This is an optimization exercise on Yosys and OpenROAD, whose aim is small area, a short achievable clock period and few clock cycles per item, not a production implementation. Where RTL was checked, it was by simulation tests only, not by an equivalence proof against the original. Only the layout flow was run in runs 3 to 5; the RTL was not checked for function there. Power and IR drop assume default switching activity.

==> flow/design.v <==
package fiem_pkg;
    localparam int FRAME_W  = 32;
    localparam int COUNT_W  = 17;
    localparam int MODE_W   = 2;
    localparam int IDX_W    = 16;
    localparam int DATA_W   = 32;
    localparam int ADDR_W   = 4;
    localparam int DIST_W   = FRAME_W + 1;
    localparam int DVD_W    = FRAME_W;
    typedef enum logic [MODE_W-1:0] {
        MODE_NONE     = 2'd0,
        MODE_REPEAT   = 2'd1,
        MODE_PINGPONG = 2'd2,
        MODE_HOLD     = 2'd3
    } mode_t;
    typedef enum logic [1:0] {
        REG_OFFSET = 2'd0,
        REG_COUNT  = 2'd1,
        REG_BEFORE = 2'd2,
        REG_AFTER  = 2'd3
    } reg_idx_t;
endpackage
module frame_index_extrapolation_mapper #(
    parameter int MAX_FRAMES = 65536
) (
    input  logic                                   aclk,
    input  logic                                   aresetn,
    input  logic                                   s_valid,
    output logic                                   s_ready,
    input  logic signed [fiem_pkg::FRAME_W-1:0]    s_frame_number,
    output logic                                   m_valid,
    input  logic                                   m_ready,
    output logic        [fiem_pkg::IDX_W-1:0]      m_stored_index,
    output logic                                   m_is_empty,
    input  logic                                   psel,
    input  logic                                   penable,
    input  logic                                   pwrite,
    input  logic        [fiem_pkg::ADDR_W-1:0]     paddr,
    input  logic        [fiem_pkg::DATA_W-1:0]     pwdata,
    output logic        [fiem_pkg::DATA_W-1:0]     prdata,
    output logic                                   pready
);
    logic [31:0] offset_reg;
    logic [16:0] count_reg;
    logic [1:0]  before_reg;
    logic [1:0]  after_reg;
    logic        cfg_write;
    logic [1:0]  reg_sel;
    assign pready    = 1'b1;
    assign cfg_write = psel && penable && pwrite;
    assign reg_sel   = paddr[3:2];
    always_ff @(posedge aclk) begin
        if (!aresetn) begin
            offset_reg <= '0;
            count_reg  <= '0;
            before_reg <= '0;
            after_reg  <= '0;
        end else if (cfg_write) begin
            case (reg_sel)
                2'd0:    offset_reg <= pwdata;
                2'd1:    count_reg  <= pwdata[16:0];
                2'd2:    before_reg <= pwdata[1:0];
                default: after_reg  <= pwdata[1:0];
            endcase
        end
    end
    always_comb begin
        case (reg_sel)
            2'd0:    prdata = offset_reg;
            2'd1:    prdata = {15'd0, count_reg};
            2'd2:    prdata = {30'd0, before_reg};
            default: prdata = {30'd0, after_reg};
        endcase
    end
    logic [16:0] cnt_c;
    logic [16:0] nd1_c;
    logic [17:0] m3_0_c, m3_1_c;
    logic        cnt1_c;
    logic [4:0]  nlen0_c, nlen1_c;
    logic [16:0] nd1;           
    logic [17:0] m3_0, m3_1;    
    logic [4:0]  nlen0, nlen1;  
    logic        cnt0;
    logic        pp_b, pp_a, none_b, none_a, hold_b, hold_a;
    assign cnt_c  = count_reg[16] ? 17'h10000 : count_reg;
    assign cnt1_c = (count_reg == 17'd1);
    assign nd1_c  = ~(cnt_c - 17'd1);
    assign m3_0_c = 18'd0 - 18'(cnt_c) - 18'(cnt_c) - 18'(cnt_c);
    assign m3_1_c = m3_0_c + 18'd3;
    function automatic logic [4:0] bitlen17(input logic [16:0] v);
        bitlen17 = '0;
        for (int i = 0; i < 17; i++) begin
            if (v[i]) bitlen17 = 5'(i + 1);
        end
    endfunction
    assign nlen0_c = bitlen17(cnt_c);
    assign nlen1_c = bitlen17(cnt_c - 17'd1);
    always_ff @(posedge aclk) begin
        nd1    <= nd1_c;
        m3_0   <= m3_0_c;
        m3_1   <= m3_1_c;
        nlen0  <= nlen0_c;
        nlen1  <= nlen1_c;
        cnt0   <= (count_reg == 17'd0);
        pp_b   <= (before_reg == 2'd2) && !cnt1_c;
        pp_a   <= (after_reg  == 2'd2) && !cnt1_c;
        none_b <= (before_reg == 2'd0);
        none_a <= (after_reg  == 2'd0);
        hold_b <= (before_reg == 2'd3);
        hold_a <= (after_reg  == 2'd3);
    end
    logic adv;
    logic skv;
    assign adv = !skv;
    logic        busy, last;
    logic        unit_take;    
    logic        p_take;       
    logic        q_take;       
    logic        in_take;      
    logic        v_in, v_p, v_q;
    assign unit_take = adv && (!busy || last);
    assign q_take    = unit_take;
    assign p_take    = adv && (!v_q || q_take);
    assign in_take   = adv && (!v_p || p_take);
    assign s_ready   = !v_in || in_take;
    logic [31:0] f_in;
    always_ff @(posedge aclk) begin
        if (!aresetn)            v_in <= 1'b0;
        else if (s_ready)        v_in <= s_valid;
        if (s_ready) f_in <= s_frame_number;
    end
    logic [32:0] d_s;
    logic        neg_s, pp_s, force_s, after_s;
    logic [17:0] win_s;
    assign d_s     = {f_in[31], f_in} - {offset_reg[31], offset_reg};
    assign neg_s   = d_s[32];
    assign pp_s    = neg_s ? pp_b : pp_a;
    assign win_s   = {1'b0, d_s[16:0]} + {1'b0, nd1};
    assign after_s = !neg_s && ((d_s[31:17] != '0) || win_s[17]);
    assign force_s = cnt0 || (neg_s ? (none_b || hold_b) : (none_a || hold_a));
    logic [31:0] u_p;
    logic        neg_p, pp_p, force_p, after_p;
    always_ff @(posedge aclk) begin
        if (!aresetn)     v_p <= 1'b0;
        else if (in_take) v_p <= v_in;
        if (in_take) begin
            u_p     <= d_s[31:0] ^ {32{neg_s}};
            neg_p   <= neg_s;
            pp_p    <= pp_s;
            force_p <= force_s;
            after_p <= after_s;
        end
    end
    logic [5:0] ulen;
    logic [4:0] dlen;
    logic [6:0] sdiff;
    logic [3:0] jst_p;           
    always_comb begin
        ulen = '0;
        for (int i = 0; i < 32; i++) begin
            if (u_p[i]) ulen = 6'(i + 1);
        end
    end
    assign dlen  = pp_p ? nlen1 : nlen0;
    assign sdiff = 7'(ulen) - 7'(dlen) + 7'd2;    
    always_comb begin
        if (force_p || sdiff[6] || (sdiff[5:1] == 5'd0)) jst_p = 4'd0;
        else                                            jst_p = 4'(sdiff[5:1] - 5'd1);
    end
    logic [31:0] u_q;
    logic [3:0]  jst;
    logic        neg_q, pp_q, after_q;
    always_ff @(posedge aclk) begin
        if (!aresetn)    v_q <= 1'b0;
        else if (p_take) v_q <= v_p;
        if (p_take) begin
            u_q     <= u_p;
            jst     <= jst_p;
            neg_q   <= neg_p;
            pp_q    <= pp_p;
            after_q <= after_p;
        end
    end
    logic [17:0] first;
    assign first = 18'(u_q >> {jst, 1'b0});
    logic [15:0] r_u;
    logic [1:0]  pair_u;
    logic [31:0] u_u;
    logic [3:0]  j_u;
    logic        neg_u, pp_u, after_u;
    logic [17:0] t;
    logic [17:0] a1;    
    logic [16:0] a2;    
    logic [17:0] a3;    
    logic        c1, c2, c3;
    logic [19:0] s1;
    logic [18:0] s2;
    logic [18:0] s3;
    logic [17:0] m3;
    logic [15:0] r_next;
    logic        qodd_next;
    assign t  = {r_u, pair_u};
    assign m3 = pp_u ? m3_1 : m3_0;
    assign s1 = {1'b0, t, 1'b1} + {1'b0, 1'b1, nd1, pp_u};
    assign s2 = {1'b0, t[17:1], 1'b1} + {1'b0, nd1, pp_u};
    assign s3 = {1'b0, t} + {1'b0, m3};
    assign c1 = s1[19];
    assign a1 = s1[18:1];
    assign c2 = s2[18];
    assign a2 = s2[17:1];
    assign c3 = s3[18];
    assign a3 = s3[17:0];
    always_comb begin
        if (c3)      r_next = a3[15:0];
        else if (c2) r_next = {a2[14:0], t[0]};
        else if (c1) r_next = a1[15:0];
        else         r_next = t[15:0];
    end
    assign qodd_next = c3 || (c1 && !c2);
    logic [1:0] pair_next;
    assign pair_next = 2'(u_u >> {j_u - 4'd1, 1'b0});
    always_ff @(posedge aclk) begin
        if (!aresetn) begin
            busy <= 1'b0;
        end else if (adv) begin
            if (!busy || last) busy <= v_q;
        end
        if (adv) begin
            if (!busy || last) begin
                r_u     <= first[17:2];
                pair_u  <= first[1:0];
                u_u     <= u_q;
                j_u     <= jst;
                last    <= (jst == 4'd0);
                neg_u   <= neg_q;
                pp_u    <= pp_q;
                after_u <= after_q;
            end else begin
                r_u    <= r_next;
                pair_u <= pair_next;
                j_u    <= j_u - 4'd1;
                last   <= (j_u == 4'd1);
            end
        end
    end
    logic        v_z, neg_z, pp_z, after_z, qodd_z;
    logic [15:0] g_z;
    always_ff @(posedge aclk) begin
        if (!aresetn)  v_z <= 1'b0;
        else if (adv)  v_z <= busy && last;
        if (adv) begin
            g_z     <= r_next;
            qodd_z  <= qodd_next;
            neg_z   <= neg_u;
            pp_z    <= pp_u;
            after_z <= after_u;
        end
    end
    logic        z_none, z_hold;
    logic        z_flip, z_cin;
    logic [15:0] z_cm1;
    logic [16:0] z_add;
    logic [15:0] z_idx;
    logic        z_empty;
    assign z_none  = neg_z ? none_b : none_a;
    assign z_hold  = neg_z ? hold_b : hold_a;
    assign z_cm1   = ~nd1[15:0];
    assign z_flip  = pp_z ? qodd_z : neg_z;
    assign z_cin   = pp_z ? (qodd_z ^ neg_z) : neg_z;
    assign z_add   = {(z_flip ? z_cm1 : 16'd0), 1'b1} + {(g_z ^ {16{z_flip}}), z_cin};
    assign z_empty = cnt0 || (z_none && (neg_z || after_z));
    always_comb begin
        if (z_empty || (z_hold && neg_z)) z_idx = 16'd0;
        else if (z_hold && after_z)       z_idx = z_cm1;
        else                              z_idx = z_add[16:1];
    end
    logic        v_f;
    logic [16:0] f_d;
    always_ff @(posedge aclk) begin
        if (!aresetn)  v_f <= 1'b0;
        else if (adv)  v_f <= v_z;
        if (adv) f_d <= {z_idx, z_empty};
    end
    logic        mv;
    logic [16:0] m_data;
    logic [16:0] sk_data;
    logic        out_free;
    logic        pv;
    assign out_free = !mv || m_ready;
    assign pv       = v_f && adv;
    always_ff @(posedge aclk) begin
        if (!aresetn) begin
            mv  <= 1'b0;
            skv <= 1'b0;
        end else if (out_free) begin
            mv  <= skv || pv;
            skv <= 1'b0;
        end else begin
            skv <= skv || pv;
        end
        if (out_free) m_data <= skv ? sk_data : f_d;
        if (!skv) sk_data <= f_d;
    end
    assign m_valid        = mv;
    assign m_stored_index = m_data[16:1];
    assign m_is_empty     = m_data[0];
endmodule
==> flow/run.sh <==
#!/bin/bash
# synth_recipe.tcl (not shown) runs the flow's synth.tcl, then flattens the netlist and writes it again
# the make line also repeats each setting of config.mk as NAME=value (left out here)
make -C /OpenROAD-flow-scripts/flow DESIGN_CONFIG=/design/flow/config.mk WORK_HOME=/design/flow/orfs CLKGATE_MAP_FILE= SYNTH_SCRIPT=/design/flow/synth_recipe.tcl finish
==> flow/config.mk <==
export PLATFORM = sky130hd
export DESIGN_NAME = frame_index_extrapolation_mapper
export DESIGN_NICKNAME = frame_index_extrapolation_mapper
export VERILOG_FILES = /design/flow/design.v
export SDC_FILE = /design/flow/constraint.sdc
export NUM_CORES = 4
export LEC_CHECK = 0
export CAP_MARGIN = 20
export CORE_MARGIN = 2
export CORE_UTILIZATION = 65
export SETUP_SLACK_MARGIN = 2.2
export SLEW_MARGIN = 20
==> flow/constraint.sdc <==
create_clock -name core_clock -period 5.5 [get_ports {aclk}]
set_input_delay 1.1000 -clock core_clock [delete_from_list [all_inputs] [get_ports {aclk}]]
set_output_delay 1.1000 -clock core_clock [all_outputs]
set_load 0.01 [all_outputs]
==> results of run 1 <==
-- synth_stat cells (all sizes together) (7+ instances only) --
library cell  number  area share
nand2            217       0.038
clkbuf            60       0.010
nor2             162       0.028
a211oi            34       0.012
nor3              51       0.012
o31ai             11      0.0040
and2              17      0.0049
nand2b            20      0.0058
mux4              12       0.012
a21oi            130       0.030
nand3             42      0.0099
inv              107       0.019
a31oi             23      0.0066
xor2              51       0.021
buf               16      0.0040
o21ai             88       0.021
o21bai            12      0.0042
a21boi            58       0.020
mux2              51       0.026
and3              13      0.0037
nor2b             19      0.0055
nand4              8      0.0023
o221ai             7      0.0028
a21o              45       0.016
o211ai            19      0.0066
o21a              37       0.013
o31a               7      0.0029
ha               160       0.092
nor3b              7      0.0024
xnor2            119       0.048
dfxtp            147        0.14
or2               10      0.0029
edfxtp           219        0.30
mux2i             66       0.030
or3                9      0.0026
-- path summary, 6_finish.rpt --
path	from	endpoint	slack (ps)	cells after the start
max	offset_reg[3]	after_p	1340	17
min reg2reg	after_q	after_u	420	0
min	after_q	after_u	420	0
max reg2reg	offset_reg[3]	after_p	1340	17
-- cell families after synthesis --
group | Yosys count
buf+inv | 183
other cells | 1
fa+ha+maj | 166
simple gates | 599
flops | 366
mux | 129
xor+xnor | 170
compound gates | 528
-- critical path, cell delays in order, from the launching register on --
cell      delay (ps)
dfxtp_1          360
inv_1            100
ha_2             230
or4_4            440
o22ai_4          160
o21ai_2           90
a21o_1           160
a21o_1           180
a21o_1           180
a21oi_2          180
xnor2_2          140
ha_1             280
a21o_1           210
a211oi_2         250
nor4bb_2         280
nand4b_1         160
nor4b_2          320
a31oi_1          170
-- per-layer routing --
metal,up-vias,GRT usage
li1,8340,-
met1,8811,0.432
met2,1078,0.579
met3,276,0.0527
met4,0,0.166
met5,-,0
-- power breakdown --
part / internal [W] / total (W) / switching, W
clock network: 0.00158 / 0.00265 / 0.00107
logic: 0.00230 / 0.00481 / 0.00251
registers: 0.00349 / 0.00386 / 0.000376
total: 0.00737 / 0.0113 / 0.00396
-- timing repair --
action / 4_1_cts / 5_1_grt
resized for setup: 187 / 128
cloned: 10 / 1
setup buffers: 96 / 61
hold endpoints to repair: 0 / 0
pin swaps: 68 / 90
endpoints found under the setup margin: 128 / 88
-- layout make-up --
class,instances,share of cell area
clock buffer,50,0.0391
clock inverter,19,0.00757
inverter,107,0.0158
multi-input combinational,1598,0.467
sequential,366,0.346
tap,442,0.0200
timing repair buffer,301,0.104
-- through the flow --
step | setup slack (ps) | std cells | area [um2] | hold WS, ps
6_report | 1340 | 2883 | 27600 | 422
5_1_grt | 1250 | 2883 | 27600 | 429
4_1_cts | 1640 | 2821 | 26500 | 420
3_5_place_dp | 1160 | 2646 | 23500 | 406
3_3_place_gp | 1270 | 2646 | 23500 | 402
2_1_floorplan | 1810 | 2142 | 22000 | 400
==> results.json, run 1 <==
{
  "start_util": 0.663,
  "dr.pass1.iters": 7,
  "die_x_um": 187,
  "cts_tree": "yes",
  "rsz0062_at_grt": "yes",
  "h-tree-depth": 2,
  "fin_util": 0.844,
  "ir_drop_uv": 284,
  "clk_pin_slew_ps": 70,
  "place_congestion": 0.920,
  "synth_xor_area_frac": 0.0686,
  "wl_met2_mm": 30.9,
  "syn2layout_area_growth_pct": 27.2,
  "antenna_left": 0,
  "end_kind": "flop",
  "layout.cells.most_common": "edfxtp_1",
  "grt_antenna_before_repair": 1,
  "synth_fp_nets": 2383,
  "crit_type": "reg2reg",
  "synthAdderAreaFrac": 0.0978,
  "slew_viol_final": 0,
  "p_leak_nw": 11.1,
  "viasPerCell": 6.42,
  "synth_cells": 2142,
  "synth_edf_count": 219,
  "startpoint_type": "flop",
  "dp.final_hpwl_mm": 40.6,
  "power.density_nw_per_um2": 410,
  "synth_top_family_by_area": "compound AO/OA/AOI/OAI gates",
  "num_vias": 18500,
  "fin_worst_skew_ps": 20.6,
  "grt_max_degree": 64,
  "cts_buffers": 38,
  "slew_headroom": 0.303,
  "cts_hold_buf": 0,
  "die-area_um2": 34800,
  "wl_mm": 65.0,
  "synth_area_um2": 21700,
  "ys_ff_latch": 366,
  "avgSynthCellArea_um2": 10.1,
  "top_layer_used": "met4",
  "portBuffers": 123,
  "drive_gt1_frac": 0.227,
  "hold_viol": 0,
  "wl_met1_mm": 24.9,
  "multi_input_area_um2": 12900,
  "clk_latency_ps": 550,
  "regArea_um2": 9540,
  "die_h_um": 187,
  "hold_class": "reg2reg",
  "synth-compound-area-share": 0.165,
  "cts_root_buf": "clkbuf_16",
  "min_period_over_period": 0.756,
  "wl_met3_mm": 5.46,
  "drt-initial-drc-count": 1579,
  "nets": 2653,
  "fillers": 1748,
  "detail_route.wl_per_cell_um": 22.6,
  "yosys.area_share.simple": 0.127,
  "ios": 127,
  "cts_sinks": 366,
  "coreArea_um2": 32700,
  "synth-async-reset-ratio": 0,
  "final.min_clock_period_ps": 4160,
  "grt_usage": 0.343,
  "p_total_w": 0.0113,
  "drv_cap": 0,
  "drc_errors": 0,
  "crit_required_ps": 5770,
  "grt_pass1_wl_mm": 94.3,
  "status": "no timing/DRC/antenna violations",
  "n_antenna_cell": 0,
  "synth_warnings": 1,
  "grt-ovfl-total": 0,
  "setup_viol": 0,
  "grt_pass1_vias": 17500,
  "seq_area_frac_synth": 0.439,
  "worst_slew_pin_slew_ps": 1040,
  "rows": 66,
  "synthMuxAreaShare": 0.0694,
  "ys.flop_type": "edfxtp_1",
  "cp.arrival_ps": 4430,
  "yosysUniqueCellTypes": 85,
  "critPathMaxFanout": 5,
  "final.setup.tns_ps": 0,
  "cts_buffer_depth": 3,
  "timing.fmax_ghz": 0.240,
  "mostFrequentLayoutCells": "edfxtp_1 (219), nand2_1 (207), nor2_1 (149), buf_4 (135), dfxtp_1 (134)"
}
Testbench counts, summed over its fixed seeds: cycles 30,823, items 12,000.
==> inputs of run 2 (changes only) <==
--- a/flow/config.mk
+++ b/flow/config.mk
@@ -8,5 +8,5 @@
 export CAP_MARGIN = 20
 export CORE_MARGIN = 2
 export CORE_UTILIZATION = 65
-export SETUP_SLACK_MARGIN = 2.2
+export SETUP_SLACK_MARGIN = 1.2
 export SLEW_MARGIN = 20
==> results.json, run 2 <==
{
  "setup_viol": 0,
  "grt_pass1_wl_mm": 84.1,
  "antenna_left": 0,
  "rows": 66,
  "synth-compound-area-share": 0.165,
  "drt-initial-drc-count": 1307,
  "synth_area_um2": 21700,
  "die_h_um": 187,
  "pwr-share-clk": 0.262,
  "synth_fp_nets": 2383,
  "drv_cap": 0,
  "placed_cell_area_um2": 23300,
  "pwr-share-seq": 0.392,
  "cts_buffer_depth": 3,
  "fillers": 2325,
  "synth_edf_count": 219,
  "hold_class": "reg2reg",
  "timing.fmax_ghz": 0.240,
  "synth_xor_area_frac": 0.0686,
  "drc_errors": 0,
  "clk_pin_slew_ps": 60,
  "ios": 127,
  "cts_buffers": 39,
  "grt_antenna_before_repair": 0,
  "internal_power_w": 0.00649,
  "drive_gt1_frac": 0.0938,
  "worst_slew_pin_slew_ps": 999,
  "min_period_over_period": 0.758,
  "grt-ovfl-total": 0,
  "switching_share": 0.336,
  "num_vias": 16700,
  "crit_type": "reg2reg",
  "yosys.area_share.simple": 0.127,
  "p_sw_w": 0.00329,
  "rsz0062_at_grt": "no",
  "slew_viol_final": 0,
  "synth.area.top_cells": "edfxtp_1 (30%), dfxtp_1 (14%), ha_1 (9.2%)",
  "final.min_clock_period_ps": 4170,
  "grt_usage": 0.301,
  "coreArea_um2": 32700,
  "reg2reg_depth": 17,
  "place_ws_ps": 1190,
  "hold_viol": 0,
  "dp.final_hpwl_mm": 40.7,
  "synth_warnings": 1,
  "p_leak_nw": 9.76,
  "synth_cells": 2142,
  "synth_top_family_by_area": "compound AO/OA/AOI/OAI gates",
  "viasPerCell": 6.09,
  "clk_latency_ps": 530,
  "synth-async-reset-ratio": 0,
  "critPathMaxFanout": 4,
  "start_util": 0.663,
  "combPwrFrac": 0.346,
  "crit_required_ps": 5760,
  "synthTopCellsByCount": "edfxtp_1 (219), nand2_1 (217), nor2_1 (162)",
  "startpoint_type": "flop",
  "final.setup.tns_ps": 0,
  "worstHoldPathCells": 0,
  "portBuffers": 123,
  "layout.cells.most_common": "edfxtp_1",
  "hold_ws_ps": 419,
  "syn2layout_area_growth_pct": 14.3,
  "synthAdderAreaFrac": 0.0978,
  "h-tree-depth": 2,
  "cp.arrival_ps": 4430,
  "fin_area_um2": 24800,
  "status": "no timing/DRC/antenna violations",
  "grt_max_degree": 64,
  "fin_worst_skew_ps": 9.86,
  "power.density_nw_per_um2": 395,
  "ir_drop_uv": 240,
  "seq_area_frac_synth": 0.439,
  "dr.pass1.iters": 5,
  "yosysTopAreaCellShare": 0.303,
  "slew_headroom": 0.330,
  "cts_sinks": 366,
  "avgSynthCellArea_um2": 10.1,
  "ys.flop_type": "edfxtp_1",
  "cts_root_buf": "clkbuf_16",
  "cts_hold_buf": 0,
  "end_kind": "flop",
  "yosysUniqueCellTypes": 85,
  "detail_route.wl_per_cell_um": 19.6,
  "ys_ff_latch": 366,
  "die_x_um": 187,
  "cts_tree": "yes",
  "yosysTopAreaCell": "edfxtp_1",
  "die-area_um2": 34800,
  "fin_ws_ps": 1330,
  "grt_pass1_vias": 16000,
  "wl_mm": 53.5,
  "synth.most_common_cell": "edfxtp_1",
  "synthMuxAreaShare": 0.0694,
  "place_congestion": 0.905,
  "nets": 2503,
  "mostFrequentLayoutCells": "edfxtp_1 (219), nand2_1 (217), nor2_1 (159), ha_1 (159), dfxtp_1 (145)"
}
-- run 2: layer usage --
layer	share of wire	GRT usage	vias up
met5	0	0	-
met4	0.041	0.120	0
met3	0.073	0.0372	127
met2	0.46	0.484	653
met1	0.43	0.418	7848
li1	-	-	8041
-- run 2: per-stage QoR --
| step | utilization | power (W) | cells |
|---|---|---|---|
| 5_1_grt | 0.758 | 0.0103 | 2735 |
| 4_1_cts | 0.752 | 0.00968 | 2719 |
| 3_5_place_dp | 0.713 | 0.00712 | 2647 |
| 6_report | 0.758 | 0.00979 | 2736 |
| 2_1_floorplan | - | 0.00625 | 2142 |
| 3_3_place_gp | 0.713 | 0.00699 | 2647 |
-- run 2: critical path, stage by stage (launching register included) --
cell and delay, ps:
edfxtp_1 430, ha_1 300, nor2b_1 150, o31a_1 340, o22ai_4 210, o21ai_2 110, a21o_1 180, a21o_1 190
a21o_1 180, a21oi_1 170, xnor2_1 170, ha_1 280, a21o_1 180, a211oi_1 230, nor4bb_2 270, nand4b_1 150
nor4b_2 250, a31oi_1 110
-- run 2: path summary, 6_finish.rpt --
kind,slack [ps],to,from
min reg2reg,420,neg_z,neg_u
min,420,neg_z,neg_u
max reg2reg,1330,after_p,f_in[1]
max,1330,after_p,f_in[1]
-- run 2: kinds of logic (layout without fill, tap and decap cells) --
logic type	count (synthesis)	after routing
XOR/XNOR	170	170
AND/OR/NAND/NOR	599	599
adder cells (fa/ha/maj)	166	166
multiplexers	129	129
buffers and inverters	183	333
other	1	2
AO/OA/AOI/OAI	528	529
flip-flops	366	366
-- run 2: cell type report --
class                      instances  area, um2  share of cell area
antenna                            1       2.50            0.000101
clock buffer                      51       1070              0.0432
clock inverter                    21        188             0.00757
inverter                         107        402              0.0162
multi-input combinational       1594      11600               0.468
sequential                       366       9520               0.384
tap                              442        553              0.0223
timing repair buffer             154       1460              0.0589
-- run 2: power groups by stage --
stage	Clock [W]	Combinational (W)	Sequential (W)
after CTS	0.00259	0.00327	0.00382
final	0.00257	0.00339	0.00383
after global placement	0	0.00314	0.00385
after detailed placement	0	0.00324	0.00388
after floorplan	0	0.00253	0.00372
after global routing	0.00270	0.00373	0.00387
-- run 2: timing repair --
action / in CTS / in global routing
setup endpoints to repair: 1 / 28
cloned: 0 / 1
pin swaps: 0 / 12
resized for setup: 3 / 16
buffers inserted: 0 / 15
==> inputs of run 3 (changes only) <==
--- a/flow/design.v
+++ b/flow/design.v
@@ -77,6 +77,7 @@
     logic [17:0] m3_0_c, m3_1_c;
     logic        cnt1_c;
     logic [4:0]  nlen0_c, nlen1_c;
+    logic [33:0] oc;            
     logic [16:0] nd1;           
     logic [17:0] m3_0, m3_1;    
     logic [4:0]  nlen0, nlen1;  
@@ -96,6 +97,7 @@
     assign nlen0_c = bitlen17(cnt_c);
     assign nlen1_c = bitlen17(cnt_c - 17'd1);
     always_ff @(posedge aclk) begin
+        oc     <= {{2{offset_reg[31]}}, offset_reg} + 34'(cnt_c);
         nd1    <= nd1_c;
         m3_0   <= m3_0_c;
         m3_1   <= m3_1_c;
@@ -131,12 +133,12 @@
     end
     logic [32:0] d_s;
     logic        neg_s, pp_s, force_s, after_s;
-    logic [17:0] win_s;
+    logic [33:0] win_s;
     assign d_s     = {f_in[31], f_in} - {offset_reg[31], offset_reg};
     assign neg_s   = d_s[32];
     assign pp_s    = neg_s ? pp_b : pp_a;
-    assign win_s   = {1'b0, d_s[16:0]} + {1'b0, nd1};
-    assign after_s = !neg_s && ((d_s[31:17] != '0) || win_s[17]);
+    assign win_s   = {{2{f_in[31]}}, f_in} - oc;
+    assign after_s = !win_s[33];
     assign force_s = cnt0 || (neg_s ? (none_b || hold_b) : (none_a || hold_a));
     logic [31:0] u_p;
     logic        neg_p, pp_p, force_p, after_p;
@@ -151,37 +153,38 @@
             after_p <= after_s;
         end
     end
-    logic [5:0] ulen;
-    logic [4:0] dlen;
-    logic [6:0] sdiff;
-    logic [3:0] jst_p;           
+    logic [5:0] ulen_p;
     always_comb begin
-        ulen = '0;
+        ulen_p = '0;
         for (int i = 0; i < 32; i++) begin
-            if (u_p[i]) ulen = 6'(i + 1);
+            if (u_p[i]) ulen_p = 6'(i + 1);
         end
     end
-    assign dlen  = pp_p ? nlen1 : nlen0;
-    assign sdiff = 7'(ulen) - 7'(dlen) + 7'd2;    
-    always_comb begin
-        if (force_p || sdiff[6] || (sdiff[5:1] == 5'd0)) jst_p = 4'd0;
-        else                                            jst_p = 4'(sdiff[5:1] - 5'd1);
-    end
     logic [31:0] u_q;
-    logic [3:0]  jst;
-    logic        neg_q, pp_q, after_q;
+    logic [5:0]  ulen;
+    logic        neg_q, pp_q, after_q, force_q;
     always_ff @(posedge aclk) begin
         if (!aresetn)    v_q <= 1'b0;
         else if (p_take) v_q <= v_p;
         if (p_take) begin
             u_q     <= u_p;
-            jst     <= jst_p;
+            ulen    <= ulen_p;
             neg_q   <= neg_p;
             pp_q    <= pp_p;
             after_q <= after_p;
+            force_q <= force_p;
         end
     end
+    logic [4:0]  dlen;
+    logic [6:0]  sdiff;
+    logic [3:0]  jst;           
     logic [17:0] first;
+    assign dlen  = pp_q ? nlen1 : nlen0;
+    assign sdiff = 7'(ulen) - 7'(dlen) + 7'd2;    
+    always_comb begin
+        if (force_q || sdiff[6] || (sdiff[5:1] == 5'd0)) jst = 4'd0;
+        else                                            jst = 4'(sdiff[5:1] - 5'd1);
+    end
     assign first = 18'(u_q >> {jst, 1'b0});
     logic [15:0] r_u;
     logic [1:0]  pair_u;
@@ -196,11 +199,10 @@
     logic [19:0] s1;
     logic [18:0] s2;
     logic [18:0] s3;
-    logic [17:0] m3;
+    logic [17:0] m3;    
     logic [15:0] r_next;
     logic        qodd_next;
     assign t  = {r_u, pair_u};
-    assign m3 = pp_u ? m3_1 : m3_0;
     assign s1 = {1'b0, t, 1'b1} + {1'b0, 1'b1, nd1, pp_u};
     assign s2 = {1'b0, t[17:1], 1'b1} + {1'b0, nd1, pp_u};
     assign s3 = {1'b0, t} + {1'b0, m3};
@@ -234,6 +236,7 @@
                 last    <= (jst == 4'd0);
                 neg_u   <= neg_q;
                 pp_u    <= pp_q;
+                m3      <= pp_q ? m3_1 : m3_0;
                 after_u <= after_q;
             end else begin
                 r_u    <= r_next;
--- a/flow/config.mk
+++ b/flow/config.mk
@@ -8,5 +8,5 @@
 export CAP_MARGIN = 20
 export CORE_MARGIN = 2
 export CORE_UTILIZATION = 65
-export SETUP_SLACK_MARGIN = 1.2
+export SETUP_SLACK_MARGIN = 2.0
 export SLEW_MARGIN = 20
==> results.json, run 3 <==
{
  "drive_gt1_frac": 0.177,
  "grt_antenna_before_repair": 1,
  "synth_xor_area_frac": 0.0705,
  "grt_pass1_vias": 19600,
  "cts_buffers": 43,
  "layout.cells.most_common": "nand2_1",
  "clk_latency_ps": 570,
  "nets": 2955,
  "die_h_um": 198,
  "fin_area_um2": 30200,
  "dr.pass1.iters": 6,
  "synth_cells": 2452,
  "coreArea_um2": 37500,
  "portBuffers": 123,
  "place_congestion": 0.937,
  "yosysTopAreaCellShare": 0.293,
  "crit_path_top_delay_cell": "edfxtp_1",
  "yosysUniqueCellTypes": 98,
  "drv_cap": 0,
  "synth-compound-area-share": 0.154,
  "power.density_nw_per_um2": 382,
  "setup_viol": 0,
  "worst_slew_pin_slew_ps": 1140,
  "avgSynthCellArea_um2": 10.0,
  "grt-ovfl-total": 0,
  "slew_viol_final": 0,
  "synthTopCellsByCount": "nand2_1 (261), edfxtp_1 (240), ha_1 (193)",
  "viasPerCell": 6.36,
  "synth_area_um2": 24600,
  "path_buf_inv": 1,
  "hold_viol": 0,
  "synth_edf_count": 240,
  "largest_reg_flops": 33,
  "rsz0062_at_grt": "yes",
  "ir_drop_uv": 258,
  "clk_pin_slew_ps": 60,
  "slew_headroom": 0.240,
  "regMostFlops": "oc",
  "cts_sinks": 420,
  "fin_worst_skew_ps": 15.3,
  "die_x_um": 198,
  "p_total_w": 0.0115,
  "timing.fmax_ghz": 0.234,
  "rows": 71,
  "end_kind": "flop",
  "crit_type": "reg2reg",
  "detail_route.wl_per_cell_um": 22.3,
  "reg2reg_slack_ps": 1230,
  "ys.flop_type": "edfxtp_1",
  "seq_area_frac_synth": 0.440,
  "min_period_over_period": 0.777,
  "cts_hold_buf": 0,
  "crit_family": "multiplexers",
  "die-area_um2": 39400,
  "wl_mm": 72.0,
  "yosysTopAreaCell": "edfxtp_1",
  "synth_fp_nets": 2727,
  "final.setup.tns_ps": 0,
  "cts_root_buf": "clkbuf_16",
  "cp.arrival_ps": 4590,
  "grt_pass1_wl_mm": 107,
  "yosys.area_share.simple": 0.134,
  "synthAdderAreaFrac": 0.104,
  "h-tree-depth": 2,
  "syn2layout_area_growth_pct": 22.8,
  "startpoint_type": "flop",
  "final_cells": 3226,
  "fin_util": 0.805,
  "crit_required_ps": 5820,
  "synth_warnings": 1,
  "placed_cells": 3031,
  "cpPeakStageDelay_ps": 450,
  "drt-initial-drc-count": 1885,
  "synth.area.top_cells": "edfxtp_1 (29%), dfxtp_1 (15%), ha_1 (9.8%)",
  "drc_errors": 0,
  "hold_class": "reg2reg",
  "ys_ff_latch": 420,
  "dp.final_hpwl_mm": 49.9,
  "ios": 127,
  "p_leak_nw": 12.0,
  "synth_top_family_by_area": "compound AO/OA/AOI/OAI gates",
  "status": "no timing/DRC/antenna violations",
  "start_util": 0.656,
  "crit_path_cell_trace": "mux2_4 -> ha_4 -> inv_2 -> ha_4 -> fa_2 -> xor2_2 -> nor3_2 -> xor2_1 -> xnor2_1 -> and3_4 -> mux2_2 -> a22oi_2 -> o22ai_2 -> mux2_4 -> mux2_2",
  "grt_usage": 0.353,
  "critPathMaxFanout": 4,
  "mostFrequentLayoutCells": "nand2_1 (248), edfxtp_1 (240), dfxtp_1 (176), ha_1 (175), nor2_1 (161)",
  "num_vias": 20500,
  "antenna_left": 0,
  "final.min_clock_period_ps": 4270,
  "synthMuxAreaShare": 0.0581,
  "synth-async-reset-ratio": 0,
  "grt_max_degree": 62,
  "placed_cell_area_um2": 26400,
  "synth.most_common_cell": "nand2_1",
  "cts_buffer_depth": 3,
  "cts_tree": "yes"
}
==> run 3: power by group <==
| part | leakage (nW) | switching (W) | total (W) | internal (W) |
|---|---|---|---|---|
| combinational | 7.19 | 0.00228 | 0.00418 | 0.00190 |
| clock | 0.714 | 0.00122 | 0.00299 | 0.00177 |
| sequential | 4.08 | 0.000438 | 0.00436 | 0.00392 |
==> run 3: through the flow <==
step | hold WS, ps | worst slack, ps
CTS | 418 | 1390
global placement | 406 | 771
finish | 418 | 1230
global route | 422 | 1160
floorplan | 400 | 1430
detailed placement | 405 | 690
==> run 3: layer usage <==
metal | track usage | up-vias | wire (um)
li1 | - | 9351 | -
met4 | 0.142 | 0 | 3030
met2 | 0.576 | 1113 | 33300
met1 | 0.473 | 9832 | 29500
met3 | 0.0549 | 235 | 6080
met5 | 0 | - | 0
==> run 3: path summary, 6_finish.rpt <==
| check | startpoint | end | cells past startpoint |
|---|---|---|---|
| worst max register to register | pp_q | r_u[5] | 15 |
| worst max-delay path | pp_q | r_u[5] | 15 |
| worst min register to register | pp_p | pp_q | 0 |
| worst min-delay path | pp_p | pp_q | 0 |
==> run 3: area by class of cell <==
type,count,area (um2)
clock buffers,54,1190
diodes,2,5.00
flip-flops and latches,420,10800
fillers,2267,7300
well taps,511,639
clock inverters,24,246
repair buffers,254,2460
multi-input cells,1800,14200
inverters,161,612
==> run 3: cells by family after synthesis <==
kind of cell               count (synthesis)
muxes                                    124
buffers and inverters                    239
DFF                                      420
AOI/OAI and AO/OA                        562
xor gates and xnor gates                 197
other                                      1
and+or+nand+nor                          709
adders and majority gates                200
==> run 3: what timing repair did <==
item | CTS | global route
pin swaps | 47 | 79
endpoints found under the setup margin | 138 | 91
gates cloned | 8 | 2
gates resized for setup | 151 | 138
setup buffers | 55 | 50
==> inputs of run 4 (changes only) <==
--- a/flow/design.v
+++ b/flow/design.v
@@ -77,7 +77,6 @@
     logic [17:0] m3_0_c, m3_1_c;
     logic        cnt1_c;
     logic [4:0]  nlen0_c, nlen1_c;
-    logic [33:0] oc;            
     logic [16:0] nd1;           
     logic [17:0] m3_0, m3_1;    
     logic [4:0]  nlen0, nlen1;  
@@ -97,7 +96,6 @@
     assign nlen0_c = bitlen17(cnt_c);
     assign nlen1_c = bitlen17(cnt_c - 17'd1);
     always_ff @(posedge aclk) begin
-        oc     <= {{2{offset_reg[31]}}, offset_reg} + 34'(cnt_c);
         nd1    <= nd1_c;
         m3_0   <= m3_0_c;
         m3_1   <= m3_1_c;
@@ -118,73 +116,76 @@
     logic        unit_take;    
     logic        p_take;       
     logic        q_take;       
-    logic        in_take;      
-    logic        v_in, v_p, v_q;
+    logic        v_p, v_q;
     assign unit_take = adv && (!busy || last);
     assign q_take    = unit_take;
     assign p_take    = adv && (!v_q || q_take);
-    assign in_take   = adv && (!v_p || p_take);
-    assign s_ready   = !v_in || in_take;
-    logic [31:0] f_in;
-    always_ff @(posedge aclk) begin
-        if (!aresetn)            v_in <= 1'b0;
-        else if (s_ready)        v_in <= s_valid;
-        if (s_ready) f_in <= s_frame_number;
-    end
+    assign s_ready   = !v_p || p_take;
     logic [32:0] d_s;
-    logic        neg_s, pp_s, force_s, after_s;
-    logic [33:0] win_s;
-    assign d_s     = {f_in[31], f_in} - {offset_reg[31], offset_reg};
+    logic        neg_s, pp_s, force_s;
+    logic        cnt0_c;
+    assign cnt0_c  = (count_reg == 17'd0);
+    assign d_s     = {s_frame_number[31], s_frame_number} - {offset_reg[31], offset_reg};
     assign neg_s   = d_s[32];
-    assign pp_s    = neg_s ? pp_b : pp_a;
-    assign win_s   = {{2{f_in[31]}}, f_in} - oc;
-    assign after_s = !win_s[33];
-    assign force_s = cnt0 || (neg_s ? (none_b || hold_b) : (none_a || hold_a));
+    assign pp_s    = neg_s ? ((before_reg == 2'd2) && !cnt1_c) : ((after_reg == 2'd2) && !cnt1_c);
+    assign force_s = cnt0_c || (neg_s ? (before_reg == 2'd0 || before_reg == 2'd3)
+                                      : (after_reg == 2'd0 || after_reg == 2'd3));
     logic [31:0] u_p;
-    logic        neg_p, pp_p, force_p, after_p;
+    logic        neg_p, pp_p, force_p;
     always_ff @(posedge aclk) begin
         if (!aresetn)     v_p <= 1'b0;
-        else if (in_take) v_p <= v_in;
-        if (in_take) begin
+        else if (s_ready) v_p <= s_valid;
+        if (s_ready) begin
             u_p     <= d_s[31:0] ^ {32{neg_s}};
             neg_p   <= neg_s;
             pp_p    <= pp_s;
             force_p <= force_s;
-            after_p <= after_s;
         end
     end
-    logic [5:0] ulen_p;
+    logic [4:0]  upos;           
+    logic        unz;
+    logic [15:0] l16;
+    logic [7:0]  l8;
+    logic [3:0]  l4;
+    logic [1:0]  l2;
+    assign unz     = (u_p != '0);
+    assign upos[4] = (u_p[31:16] != '0);
+    assign l16     = upos[4] ? u_p[31:16] : u_p[15:0];
+    assign upos[3] = (l16[15:8] != '0);
+    assign l8      = upos[3] ? l16[15:8] : l16[7:0];
+    assign upos[2] = (l8[7:4] != '0);
+    assign l4      = upos[2] ? l8[7:4] : l8[3:0];
+    assign upos[1] = (l4[3:2] != '0);
+    assign l2      = upos[1] ? l4[3:2] : l4[1:0];
+    assign upos[0] = l2[1];
+    logic [4:0]  dlen;
+    logic [6:0]  sdiff;
+    logic [3:0]  jst_p;          
+    assign dlen  = pp_p ? nlen1 : nlen0;
+    assign sdiff = 7'(upos) - 7'(dlen) + 7'd3;    
     always_comb begin
-        ulen_p = '0;
-        for (int i = 0; i < 32; i++) begin
-            if (u_p[i]) ulen_p = 6'(i + 1);
-        end
+        if (force_p || !unz || sdiff[6] || (sdiff[5:1] == 5'd0)) jst_p = 4'd0;
+        else                                                    jst_p = 4'(sdiff[5:1] - 5'd1);
     end
+    logic [17:0] win_p;
+    logic        after_s;
+    assign win_p   = {1'b0, u_p[16:0]} + {1'b0, nd1};
+    assign after_s = !neg_p && ((u_p[31:17] != '0) || win_p[17]);
     logic [31:0] u_q;
-    logic [5:0]  ulen;
-    logic        neg_q, pp_q, after_q, force_q;
+    logic [3:0]  jst;
+    logic        neg_q, pp_q, after_q;
     always_ff @(posedge aclk) begin
         if (!aresetn)    v_q <= 1'b0;
         else if (p_take) v_q <= v_p;
         if (p_take) begin
             u_q     <= u_p;
-            ulen    <= ulen_p;
+            jst     <= jst_p;
             neg_q   <= neg_p;
             pp_q    <= pp_p;
-            after_q <= after_p;
-            force_q <= force_p;
+            after_q <= after_s;
         end
     end
-    logic [4:0]  dlen;
-    logic [6:0]  sdiff;
-    logic [3:0]  jst;           
     logic [17:0] first;
-    assign dlen  = pp_q ? nlen1 : nlen0;
-    assign sdiff = 7'(ulen) - 7'(dlen) + 7'd2;    
-    always_comb begin
-        if (force_q || sdiff[6] || (sdiff[5:1] == 5'd0)) jst = 4'd0;
-        else                                            jst = 4'(sdiff[5:1] - 5'd1);
-    end
     assign first = 18'(u_q >> {jst, 1'b0});
     logic [15:0] r_u;
     logic [1:0]  pair_u;
@@ -277,20 +278,13 @@
         else if (z_hold && after_z)       z_idx = z_cm1;
         else                              z_idx = z_add[16:1];
     end
-    logic        v_f;
-    logic [16:0] f_d;
-    always_ff @(posedge aclk) begin
-        if (!aresetn)  v_f <= 1'b0;
-        else if (adv)  v_f <= v_z;
-        if (adv) f_d <= {z_idx, z_empty};
-    end
     logic        mv;
     logic [16:0] m_data;
     logic [16:0] sk_data;
     logic        out_free;
     logic        pv;
     assign out_free = !mv || m_ready;
-    assign pv       = v_f && adv;
+    assign pv       = v_z && adv;
     always_ff @(posedge aclk) begin
         if (!aresetn) begin
             mv  <= 1'b0;
@@ -301,8 +295,8 @@
         end else begin
             skv <= skv || pv;
         end
-        if (out_free) m_data <= skv ? sk_data : f_d;
-        if (!skv) sk_data <= f_d;
+        if (out_free) m_data <= skv ? sk_data : {z_idx, z_empty};
+        if (!skv) sk_data <= {z_idx, z_empty};
     end
     assign m_valid        = mv;
     assign m_stored_index = m_data[16:1];
--- a/flow/config.mk
+++ b/flow/config.mk
@@ -8,5 +8,5 @@
 export CAP_MARGIN = 20
 export CORE_MARGIN = 2
 export CORE_UTILIZATION = 65
-export SETUP_SLACK_MARGIN = 2.0
+export SETUP_SLACK_MARGIN = 1.6
 export SLEW_MARGIN = 20
==> results.json, run 4 <==
{
  "multi_input_area_um2": 11800,
  "ir_drop_uv": 231,
  "cts_buffers": 37,
  "grt-ovfl-total": 0,
  "grt_usage": 0.326,
  "synth_cells": 2130,
  "clk_pin_slew_ps": 70,
  "yosysTopAreaCellShare": 0.272,
  "synth-async-reset-ratio": 0,
  "slew_viol_final": 0,
  "synth_warnings": 1,
  "dp.final_hpwl_mm": 40.4,
  "drv_cap": 0,
  "final.min_clock_period_ps": 4470,
  "timing.fmax_ghz": 0.224,
  "die_h_um": 182,
  "drive_gt1_frac": 0.107,
  "grt_max_degree": 60,
  "final.setup.tns_ps": 0,
  "drt-initial-drc-count": 1544,
  "hold_class": "reg2reg",
  "place_congestion": 0.970,
  "worst_slew_pin_slew_ps": 1070,
  "coreArea_um2": 31500,
  "mostFrequentLayoutCells": "nand2_1 (241), edfxtp_1 (187), ha_1 (158), nor2_1 (144), dfxtp_1 (141)",
  "end_kind": "flop",
  "p_leak_nw": 9.72,
  "cpPeakStageDelay_ps": 430,
  "regArea_um2": 8480,
  "dr.pass1.iters": 6,
  "reg2reg_slack_ps": 1030,
  "synth_fp_nets": 2372,
  "drc_errors": 0,
  "seq_area_frac_synth": 0.410,
  "rows": 65,
  "startpoint_type": "flop",
  "critPathMaxFanout": 9,
  "h-tree-depth": 2,
  "fillers": 2172,
  "placed_cells": 2597,
  "power.density_nw_per_um2": 405,
  "syn2layout_area_growth_pct": 16.7,
  "synth.most_common_cell": "nand2_1",
  "synthTopCellsByCount": "nand2_1 (242), edfxtp_1 (187), ha_1 (161)",
  "cts_buffer_depth": 3,
  "cts_root_buf": "clkbuf_16",
  "crit_path_top_delay_cell": "edfxtp_1",
  "synth_area_um2": 20700,
  "final_cells": 2694,
  "cts_sinks": 330,
  "grt_pass1_wl_mm": 85.5,
  "n_antenna_cell": 0,
  "avgSynthCellArea_um2": 9.71,
  "crit_path_cell_trace": "nor4_2 -> nand3_1 -> nor3_4 -> buf_6 -> buf_4 -> o21ai_0 -> or3b_2 -> a21oi_1 -> o21ai_2 -> inv_1 -> a21oi_2 -> ha_2 -> inv_2 -> fa_1 -> xnor2_2 -> xnor2_1 -> ha_2 -> a21oi_1 -> a31oi_1 -> a311o_1 -> nor2_1",
  "ys.flop_type": "edfxtp_1",
  "detail_route.wl_per_cell_um": 20.2,
  "setup_viol": 0,
  "crit_required_ps": 5880,
  "die_x_um": 182,
  "synth_edf_count": 187,
  "crit_type": "reg2reg",
  "viasPerCell": 6.19,
  "antenna_left": 0,
  "rsz0062_at_grt": "yes",
  "status": "no timing/DRC/antenna violations",
  "num_vias": 16700,
  "ys_ff_latch": 330,
  "fin_worst_skew_ps": 15.6,
  "yosysTopAreaCell": "edfxtp_1",
  "synth.area.top_cells": "edfxtp_1 (27%), dfxtp_1 (14%), ha_1 (9.7%)",
  "slew_headroom": 0.288,
  "start_util": 0.657,
  "grt_antenna_before_repair": 0,
  "yosysUniqueCellTypes": 80,
  "cts_tree": "yes",
  "grt_pass1_vias": 16200,
  "p_total_w": 0.00977,
  "clk_latency_ps": 530,
  "cp.arrival_ps": 4860,
  "min_period_over_period": 0.813,
  "layout.cells.most_common": "nand2_1",
  "wl_mm": 54.3,
  "die-area_um2": 33300,
  "nets": 2505,
  "ios": 127,
  "hold_viol": 0,
  "portBuffers": 123
}
-- run 4: changes by cell type after synthesis, moves of 13 or more --
cell and change:
inv_1 -54, edfxtp_1 -53, dfxtp_1 -37, ha_1 -32, a21oi_1 -24, nor2_1 -24
o21ai_0 +23, xnor2_1 -23, nand2_1 -19, mux2_2 -16, clkbuf_1 +14, nor2b_1 -13
o211ai_1 +13
-- run 4: area by class of cell --
| cell class | count | share of cell area |
|---|---|---|
| clock inverters | 18 | 0.0104 |
| well taps | 402 | 0.0208 |
| flip-flops and latches | 330 | 0.351 |
| multi-input cells | 1615 | 0.489 |
| inverters | 107 | 0.0169 |
| repair buffers | 172 | 0.0676 |
| clock buffers | 50 | 0.0433 |
-- run 4: path summary, 6_finish.rpt --
| check | startpoint | cells past startpoint | end |
|---|---|---|---|
| worst max register to register | u_p[29] | 21 | jst[1] |
| worst min register to register | neg_u | 0 | neg_z |
| worst min-delay path | neg_u | 0 | neg_z |
| worst max-delay path | u_p[29] | 21 | jst[1] |
-- run 4: cell families (layout without fill, tap and decap cells) --
family,Yosys count,in the layout,synth area share
fa+ha+maj,167,167,0.103
compound gates,546,546,0.175
flops,330,330,0.410
other cells,1,1,0.000181
buf+inv,185,347,0.0352
xor+xnor,172,172,0.0728
mux,113,113,0.0664
simple gates,616,616,0.137
-- run 4: where the power goes --
group / leakage, nW / switching, W / internal [W]
sequential: 3.21 / 0.000385 / 0.00319
combinational: 5.88 / 0.00201 / 0.00158
clock: 0.634 / 0.00101 / 0.00159
total: 9.72 / 0.00341 / 0.00636
-- run 4: metal layers --
layer	up-vias	global-route usage	part of all wire	wire, um
li1	8013	-	-	-
met1	7791	0.444	0.44	23800
met3	159	0.0539	0.073	3990
met4	0	0.180	0.060	3260
met5	-	0	0	0
met2	704	0.498	0.43	23200
-- run 4: through the flow --
stage	hold WS (ps)	setup WS [ps]	utilization	cell area (um2)
4_1_cts	400	1180	0.760	23900
3_5_place_dp	405	655	0.709	22300
6_report	403	1030	0.767	24100
5_1_grt	400	866	0.767	24100
2_1_floorplan	400	1450	-	20700
3_3_place_gp	402	717	0.709	22300
-- run 4: timing repair --
action | in CTS | in global routing
hold buffers | 0 | 0
endpoints found under the setup margin | 77 | 54
resized for setup | 30 | 38
buffers inserted | 21 | 8
endpoints found under the hold margin | 0 | 0
pin swaps | 17 | 24
-- run 4: worst max-delay path: cells and delay by family, from the launching register on --
| kind | cells | cell delay [ps] |
|---|---|---|
| AOI/OAI and AO/OA | 7 | 1110 |
| xor gates and xnor gates | 2 | 460 |
| adders and majority gates | 3 | 850 |
| buffers and inverters | 4 | 430 |
| DFF | 1 | 430 |
| and+or+nand+nor | 5 | 1060 |
==> inputs of run 5 (changes only) <==
--- a/flow/config.mk
+++ b/flow/config.mk
@@ -8,5 +8,5 @@
 export CAP_MARGIN = 20
 export CORE_MARGIN = 2
 export CORE_UTILIZATION = 65
-export SETUP_SLACK_MARGIN = 1.6
+export SETUP_SLACK_MARGIN = 2.0
 export SLEW_MARGIN = 20
==> results.json, run 5 <==
{
  "status": "no timing/DRC/antenna violations",
  "hold_class": "reg2reg",
  "min_period_over_period": 0.801,
  "synthTopCellsByCount": "nand2_1 (242), edfxtp_1 (187), ha_1 (161)",
  "reg2reg_slack_ps": 1100,
  "final.min_clock_period_ps": 4400,
  "setup_viol": 0,
  "cts_sinks": 330,
  "cts_hold_buf": 0,
  "synth_warnings": 1,
  "crit_path_frequent_cell": "inv_2",
  "mostFrequentLayoutCells": "nand2_1 (233), edfxtp_1 (187), nor2_1 (142), dfxtp_1 (136), ha_1 (128)",
  "die_h_um": 182,
  "die_x_um": 182,
  "reg2reg_from": "u_p[29]",
  "synth.most_common_cell": "nand2_1",
  "clk_pin_slew_ps": 60,
  "hp-start": "after_q",
  "place_ws_ps": 758,
  "final_cells": 2754,
  "rsz0062_at_grt": "yes",
  "startpoint_type": "flop",
  "place_congestion": 0.957,
  "fin_ws_ps": 1100,
  "crit_path_top_delay_cell": "fa_2",
  "wl_mm": 58.9,
  "drc_errors": 0,
  "yosysTopAreaCellShare": 0.272,
  "dp.final_hpwl_mm": 40.5,
  "grt_pass1_wl_mm": 88.1,
  "synth_area_um2": 20700,
  "avgSynthCellArea_um2": 9.71,
  "synth-async-reset-ratio": 0,
  "die-area_um2": 33300,
  "grt_antenna_before_repair": 1,
  "viasPerCell": 6.35,
  "dr.pass1.iters": 6,
  "h-tree-depth": 2,
  "grt_pass1_vias": 16400,
  "ir_drop_uv": 263,
  "slew_viol_final": 0,
  "hold_ws_ps": 412,
  "p_leak_nw": 10.4,
  "crit_required_ps": 5790,
  "yosysTopAreaCell": "edfxtp_1",
  "critPathMaxFanout": 5,
  "drv_cap": 0,
  "final.setup.tns_ps": 0,
  "hold_viol": 0,
  "timing.fmax_ghz": 0.227,
  "drt-initial-drc-count": 1969,
  "yosysUniqueCellTypes": 80,
  "grt-ovfl-total": 0,
  "power.density_nw_per_um2": 392,
  "crit_type": "reg2reg",
  "end_kind": "flop",
  "layout.cells.most_common": "nand2_1",
  "coreArea_um2": 31500,
  "synth.area.top_cells": "edfxtp_1 (27%), dfxtp_1 (14%), ha_1 (9.7%)",
  "synth_fp_nets": 2372,
  "cts_buffers": 35,
  "start_util": 0.657,
  "ys_ff_latch": 330,
  "detail_route.wl_per_cell_um": 21.4,
  "portBuffers": 123,
  "rows": 65,
  "placed_cells": 2594,
  "synth_edf_count": 187,
  "worstHoldPathCells": 0,
  "drive_gt1_frac": 0.175,
  "ios": 127,
  "cp.arrival_ps": 4690,
  "num_vias": 17500,
  "ys.flop_type": "edfxtp_1",
  "path_buf_inv": 5,
  "grt_usage": 0.336,
  "seq_area_frac_synth": 0.410,
  "cpPeakStageDelay_ps": 520,
  "nets": 2566,
  "reg2reg_depth": 23,
  "synth_cells": 2130,
  "syn2layout_area_growth_pct": 23.3,
  "worst_slew_pin_slew_ps": 948,
  "clk_latency_ps": 540,
  "crit_family": "compound AO/OA/AOI/OAI gates",
  "fin_worst_skew_ps": 20.9,
  "path_depth": 23,
  "startpoint": "u_p[29]",
  "cts_buffer_depth": 3,
  "grt_max_degree": 60,
  "slew_headroom": 0.368,
  "antenna_left": 0,
  "fin_util": 0.810,
  "crit_path_cell_trace": "nor4_2 -> nand3_2 -> nor3_4 -> inv_2 -> nor2_4 -> o21ba_4 -> inv_4 -> o2111ai_4 -> a211o_1 -> o21ai_1 -> a21oi_2 -> ha_2 -> inv_2 -> fa_2 -> inv_2 -> buf_4 -> a21oi_4 -> nand2_2 -> mux2i_1 -> a31oi_1 -> a31oi_1 -> a311o_1 -> nor2_1",
  "cts_tree": "yes",
  "cts_root_buf": "clkbuf_16"
}
==> run 5: cell families (layout without fill, tap and decap cells) <==
| family | Yosys count | in the layout | share of synthesized area |
|---|---|---|---|
| compound gates | 546 | 546 | 0.175 |
| xor+xnor | 172 | 172 | 0.0728 |
| fa+ha+maj | 167 | 167 | 0.103 |
| buf+inv | 185 | 406 | 0.0352 |
| flops | 330 | 330 | 0.410 |
| mux | 113 | 113 | 0.0664 |
| other cells | 1 | 2 | 0.000181 |
| simple gates | 616 | 616 | 0.137 |
==> run 5: where the power goes <==
part | internal, W | total, W | switching, W
Combinational | 0.00179 | 0.00399 | 0.00220
Sequential | 0.00319 | 0.00359 | 0.000397
Clock | 0.00138 | 0.00240 | 0.00102
Total | 0.00637 | 0.00998 | 0.00362
==> run 5: area by class of cell <==
| cell class | instances | area [um2] |
|---|---|---|
| timing repair buffer | 235 | 2300 |
| tap | 402 | 503 |
| inverter | 107 | 423 |
| clock buffer | 45 | 981 |
| fill | 1905 | 5980 |
| multi-input combinational | 1615 | 12600 |
| clock inverter | 19 | 201 |
| sequential | 330 | 8490 |
| antenna | 1 | 2.50 |
==> run 5: worst paths after layout <==
check,end
max,jst[1]
min,after_u
max reg2reg,jst[1]
min reg2reg,after_u
==> run 5: through the flow <==
| stage | total power, W | cell area [um2] |
|---|---|---|
| 5_1_grt | 0.0105 | 25500 |
| 3_5_place_dp | 0.00697 | 22400 |
| 2_1_floorplan | 0.00598 | 20800 |
| 3_3_place_gp | 0.00684 | 22400 |
| 6_report | 0.00998 | 25500 |
| 4_1_cts | 0.00956 | 24500 |
==> run 5: per-layer routing <==
metal | GRT usage | share of wire | vias up
li1 | - | - | 8126
met1 | 0.453 | 0.41 | 8296
met2 | 0.542 | 0.46 | 902
met3 | 0.0503 | 0.083 | 174
met4 | 0.146 | 0.046 | 0
met5 | 0 | 0 | -
==> run 5: what timing repair did <==
action / in CTS / in global routing
gates cloned: 3 / 2
setup endpoints to repair: 113 / 100
endpoints found under the hold margin: 0 / 0
pin swaps: 41 / 69
setup buffers: 45 / 45
resized for setup: 134 / 135
==> inputs of run 6 (changes only) <==
--- a/flow/design.v
+++ b/flow/design.v
@@ -79,7 +79,7 @@
     logic [4:0]  nlen0_c, nlen1_c;
     logic [16:0] nd1;           
     logic [17:0] m3_0, m3_1;    
-    logic [4:0]  nlen0, nlen1;  
+    logic [4:0]  nlen0m, nlen1m;  
     logic        cnt0;
     logic        pp_b, pp_a, none_b, none_a, hold_b, hold_a;
     assign cnt_c  = count_reg[16] ? 17'h10000 : count_reg;
@@ -99,8 +99,8 @@
         nd1    <= nd1_c;
         m3_0   <= m3_0_c;
         m3_1   <= m3_1_c;
-        nlen0  <= nlen0_c;
-        nlen1  <= nlen1_c;
+        nlen0m <= nlen0_c - 5'd1;
+        nlen1m <= nlen1_c - 5'd1;
         cnt0   <= (count_reg == 17'd0);
         pp_b   <= (before_reg == 2'd2) && !cnt1_c;
         pp_a   <= (after_reg  == 2'd2) && !cnt1_c;
@@ -142,31 +142,29 @@
             force_p <= force_s;
         end
     end
+    logic [32:0] uor;            
+    logic [31:0] lead;           
     logic [4:0]  upos;           
     logic        unz;
-    logic [15:0] l16;
-    logic [7:0]  l8;
-    logic [3:0]  l4;
-    logic [1:0]  l2;
-    assign unz     = (u_p != '0);
-    assign upos[4] = (u_p[31:16] != '0);
-    assign l16     = upos[4] ? u_p[31:16] : u_p[15:0];
-    assign upos[3] = (l16[15:8] != '0);
-    assign l8      = upos[3] ? l16[15:8] : l16[7:0];
-    assign upos[2] = (l8[7:4] != '0);
-    assign l4      = upos[2] ? l8[7:4] : l8[3:0];
-    assign upos[1] = (l4[3:2] != '0);
-    assign l2      = upos[1] ? l4[3:2] : l4[1:0];
-    assign upos[0] = l2[1];
-    logic [4:0]  dlen;
-    logic [6:0]  sdiff;
+    assign uor[32] = 1'b0;
+    for (genvar i = 0; i < 32; i++) begin : g_lead
+        assign uor[i]  = |u_p[31:i];
+        assign lead[i] = u_p[i] && !uor[i+1];
+    end
+    for (genvar b = 0; b < 5; b++) begin : g_upos
+        logic [31:0] sel;
+        for (genvar i = 0; i < 32; i++) begin : g_sel
+            assign sel[i] = lead[i] && (((i >> b) & 1) == 1);
+        end
+        assign upos[b] = |sel;
+    end
+    assign unz = uor[0];
+    logic [4:0]  dm1;
+    logic [5:0]  e;
     logic [3:0]  jst_p;          
-    assign dlen  = pp_p ? nlen1 : nlen0;
-    assign sdiff = 7'(upos) - 7'(dlen) + 7'd3;    
-    always_comb begin
-        if (force_p || !unz || sdiff[6] || (sdiff[5:1] == 5'd0)) jst_p = 4'd0;
-        else                                                    jst_p = 4'(sdiff[5:1] - 5'd1);
-    end
+    assign dm1 = pp_p ? nlen1m : nlen0m;
+    assign e   = {1'b0, upos} - {1'b0, dm1};
+    assign jst_p = (force_p || !unz || e[5]) ? 4'd0 : e[4:1];
     logic [17:0] win_p;
     logic        after_s;
     assign win_p   = {1'b0, u_p[16:0]} + {1'b0, nd1};
@@ -261,7 +259,7 @@
         end
     end
     logic        z_none, z_hold;
-    logic        z_flip, z_cin;
+    logic        z_flip;
     logic [15:0] z_cm1;
     logic [16:0] z_add;
     logic [15:0] z_idx;
@@ -270,8 +268,10 @@
     assign z_hold  = neg_z ? hold_b : hold_a;
     assign z_cm1   = ~nd1[15:0];
     assign z_flip  = pp_z ? qodd_z : neg_z;
-    assign z_cin   = pp_z ? (qodd_z ^ neg_z) : neg_z;
-    assign z_add   = {(z_flip ? z_cm1 : 16'd0), 1'b1} + {(g_z ^ {16{z_flip}}), z_cin};
+    logic [16:0] z_add0, z_add1;
+    assign z_add0  = {g_z, 1'b1} + {16'd0, neg_z};
+    assign z_add1  = {z_cm1, 1'b1} + {~g_z, pp_z ? !neg_z : 1'b1};
+    assign z_add   = z_flip ? z_add1 : z_add0;
     assign z_empty = cnt0 || (z_none && (neg_z || after_z));
     always_comb begin
         if (z_empty || (z_hold && neg_z)) z_idx = 16'd0;
--- a/flow/config.mk
+++ b/flow/config.mk
@@ -8,5 +8,5 @@
 export CAP_MARGIN = 20
 export CORE_MARGIN = 2
 export CORE_UTILIZATION = 65
-export SETUP_SLACK_MARGIN = 2.0
+export SETUP_SLACK_MARGIN = 2.1
 export SLEW_MARGIN = 20
==> results.json, run 6 <==
{
  "power.density_nw_per_um2": 369,
  "critPathMaxFanout": 6,
  "hold_class": "reg2reg",
  "slew_headroom": 0.356,
  "fin_worst_skew_ps": 20.2,
  "grt_busiest_layer": "met2",
  "layout.cells.most_common": "nand2_1",
  "crit_path_top_delay_cell": "a311o_1",
  "worst_slew_pin_slew_ps": 960,
  "ios": 127,
  "grt_pass1_wl_mm": 89.8,
  "ys.flop_type": "edfxtp_1",
  "end_kind": "flop",
  "cts_buffers": 37,
  "start_util": 0.665,
  "crit_required_ps": 5770,
  "synth.area.top_cells": "edfxtp_1 (27%), dfxtp_1 (14%), ha_1 (9.6%)",
  "path_buf_inv": 2,
  "mostFrequentLayoutCells": "nand2_1 (242), edfxtp_1 (187), dfxtp_1 (138), nor2_1 (133), ha_1 (130)",
  "hold_viol": 0,
  "grt_pass1_vias": 17000,
  "cts_hold_buf": 0,
  "rows": 65,
  "synthTopCellsByCount": "nand2_1 (249), edfxtp_1 (187), ha_1 (161)",
  "portBuffers": 123,
  "dp.final_hpwl_mm": 41.1,
  "startpoint": "s_frame_number[8]",
  "ys_ff_latch": 330,
  "detail_route.wl_per_cell_um": 20.8,
  "drive_gt1_frac": 0.174,
  "startpoint_type": "primary input",
  "grt_max_degree": 60,
  "timing.fmax_ghz": 0.264,
  "syn2layout_area_growth_pct": 23.1,
  "cts_sinks": 330,
  "grt_usage": 0.336,
  "viasPerCell": 6.31,
  "place_congestion": 0.947,
  "die_h_um": 184,
  "cts_root_buf": "clkbuf_16",
  "wl_mm": 59.1,
  "die-area_um2": 33900,
  "yosysUniqueCellTypes": 87,
  "use_met3": 0.0468,
  "synth-async-reset-ratio": 0,
  "cpPeakStageDelay_ps": 380,
  "synth_area_um2": 21100,
  "crit_path_frequent_cell": "o21ai_2",
  "avgSynthCellArea_um2": 9.54,
  "grt_use_met1": 0.454,
  "crit_type": "in2reg",
  "final.min_clock_period_ps": 3790,
  "crit_path_cell_trace": "dlygate4sd2_1 -> ha_4 -> a41o_1 -> a221oi_2 -> o21ai_2 -> a311oi_2 -> o21ai_2 -> a311o_1 -> a221o_1 -> o21ai_4 -> buf_12 -> mux2i_1 -> or2_1",
  "coreArea_um2": 31700,
  "final_cells": 2840,
  "die_x_um": 184,
  "slew_viol_final": 0,
  "drt-initial-drc-count": 1606,
  "status": "no timing/DRC/antenna violations",
  "drc_errors": 0,
  "final.setup.tns_ps": 0,
  "seq_area_frac_synth": 0.402,
  "clk_latency_ps": 520,
  "placed_cells": 2666,
  "rsz0062_at_grt": "yes",
  "grt_antenna_before_repair": 0,
  "cts_buffer_depth": 3,
  "grtUsageMet2": 0.547,
  "drv_cap": 0,
  "synth_edf_count": 187,
  "synth_fp_nets": 2453,
  "grt-ovfl-total": 0,
  "synth_warnings": 1,
  "crit_family": "compound AO/OA/AOI/OAI gates",
  "synth_cells": 2211,
  "cp.arrival_ps": 4060,
  "antenna_left": 0,
  "setup_viol": 0,
  "yosysTopAreaCellShare": 0.266,
  "fin_util": 0.818,
  "yosysTopAreaCell": "edfxtp_1",
  "dr.pass1.iters": 8,
  "hp-start": "neg_q",
  "p_leak_nw": 10.4,
  "cts_tree": "yes",
  "synth.most_common_cell": "nand2_1",
  "clk_pin_slew_ps": 60,
  "min_period_over_period": 0.689,
  "h-tree-depth": 2,
  "nets": 2652,
  "ir_drop_uv": 266,
  "num_vias": 17900,
  "reg2reg_from": "count_reg[16]"
}
[run 6: changes by cell type in the layout (fill, tap and decap cells not counted), moves of 8 or more]
cell	delta
nand2_1	+9
or2_2	-10
xnor2_1	-20
clkdlybuf4s50_1	-13
nor2_1	-9
nor3_1	+8
nor2b_1	+9
dlygate4sd2_1	+21
nand3_1	+16
a21oi_1	+15
inv_1	+32
xnor2_2	+14
a21o_1	-16
[run 6: final timing paths]
| kind | cells after the start | endpoint | slack [ps] |
|---|---|---|---|
| max | 13 | force_p | 1710 |
| min | 0 | neg_u | 420 |
| max reg2reg | 16 | m3_1[14] | 2010 |
| min reg2reg | 0 | neg_u | 420 |
[run 6: layout make-up]
class                      count  area, um2
tap                          402        503
sequential                   330       8490
antenna                        1       2.50
multi-input combinational   1659      12900
timing repair buffer         244       2290
fill                        1909       5770
clock inverter                19        190
inverter                     138        537
clock buffer                  47       1000
[run 6: stage by stage]
step	power [W]	instance area (um2)	worst slack [ps]	hold slack, ps
5_1_grt	0.0100	25900	1640	421
4_1_cts	0.00916	25100	1630	419
3_5_place_dp	0.00654	22700	463	405
6_report	0.00957	25900	1710	419
3_3_place_gp	0.00642	22700	583	404
2_1_floorplan	0.00570	21200	1540	400
[run 6: timing repair]
| action | CTS | global route |
|---|---|---|
| gates resized for setup | 175 | 120 |
| pin swaps | 36 | 59 |
| setup buffers | 59 | 41 |
| endpoints found under the setup margin | 125 | 97 |
| cloned | 4 | 3 |
| endpoints found under the hold margin | 0 | 0 |
[run 6: cells by family after synthesis]
logic type      synth area share
xor+xnor                  0.0713
simple gates               0.144
mux                       0.0617
fa+ha+maj                  0.101
buf+inv                   0.0420
flops                      0.402
compound gates             0.178
other cells             0.000178
[run 6: power breakdown]
part           total [W]  internal (W)  switching, W
registers        0.00354       0.00315      0.000387
logic            0.00362       0.00164       0.00198
clock network    0.00242       0.00141       0.00101
[run 6: per-layer routing]
metal | part of all wire | up-vias
met1 | 0.42 | 8460
li1 | - | 8427
met4 | 0.048 | 0
met2 | 0.46 | 849
met5 | 0 | -
met3 | 0.075 | 172
Testbench counts of run 6, summed over its fixed seeds: cycles 30,727, items 12,000.

## what the ideal ports hide
How much do the figures lean on ideal ports? The routed layouts below were timed once more, with nothing changed but the port constraints.
Step 1 assumes that a clkbuf_16 drives the clock port and a buf_2 every other input.
Step 2 moves the port delays by t, midway between the first and last clock arrival at a register: inputs arrive t later, outputs are due t later. That takes back most of the time a late clock gives input paths.
a / b / c = ideal / step 1 / step 2; a / b = the first two.
run | t (ns) | setup slack, ns | worst setup path at the end | worst register clock-pin slew, ns
run 1 | 0.595 | 1.341 / 1.341 / 1.341 | register to register | 0.07 / 0.07
run 2 | 0.577 | 1.333 / 1.323 / 1.323 | input to output | 0.07 / 0.07
run 3 | 0.621 | 1.227 / 1.227 / 1.227 | register to register | 0.07 / 0.07
run 4 | 0.579 | 1.027 / 1.027 / 1.027 | register to register | 0.07 / 0.07
run 5 | 0.587 | 1.096 / 1.096 / 1.096 | register to register | 0.07 / 0.07
run 6 | 0.566 | 1.711 / 1.724 / 1.158 | input to register | 0.07 / 0.07
After both steps setup and hold are still met in every run listed. For run 6, which loses most, drivers alone change the setup slack by +0.013 ns; drivers and shift together by -0.553 ns.
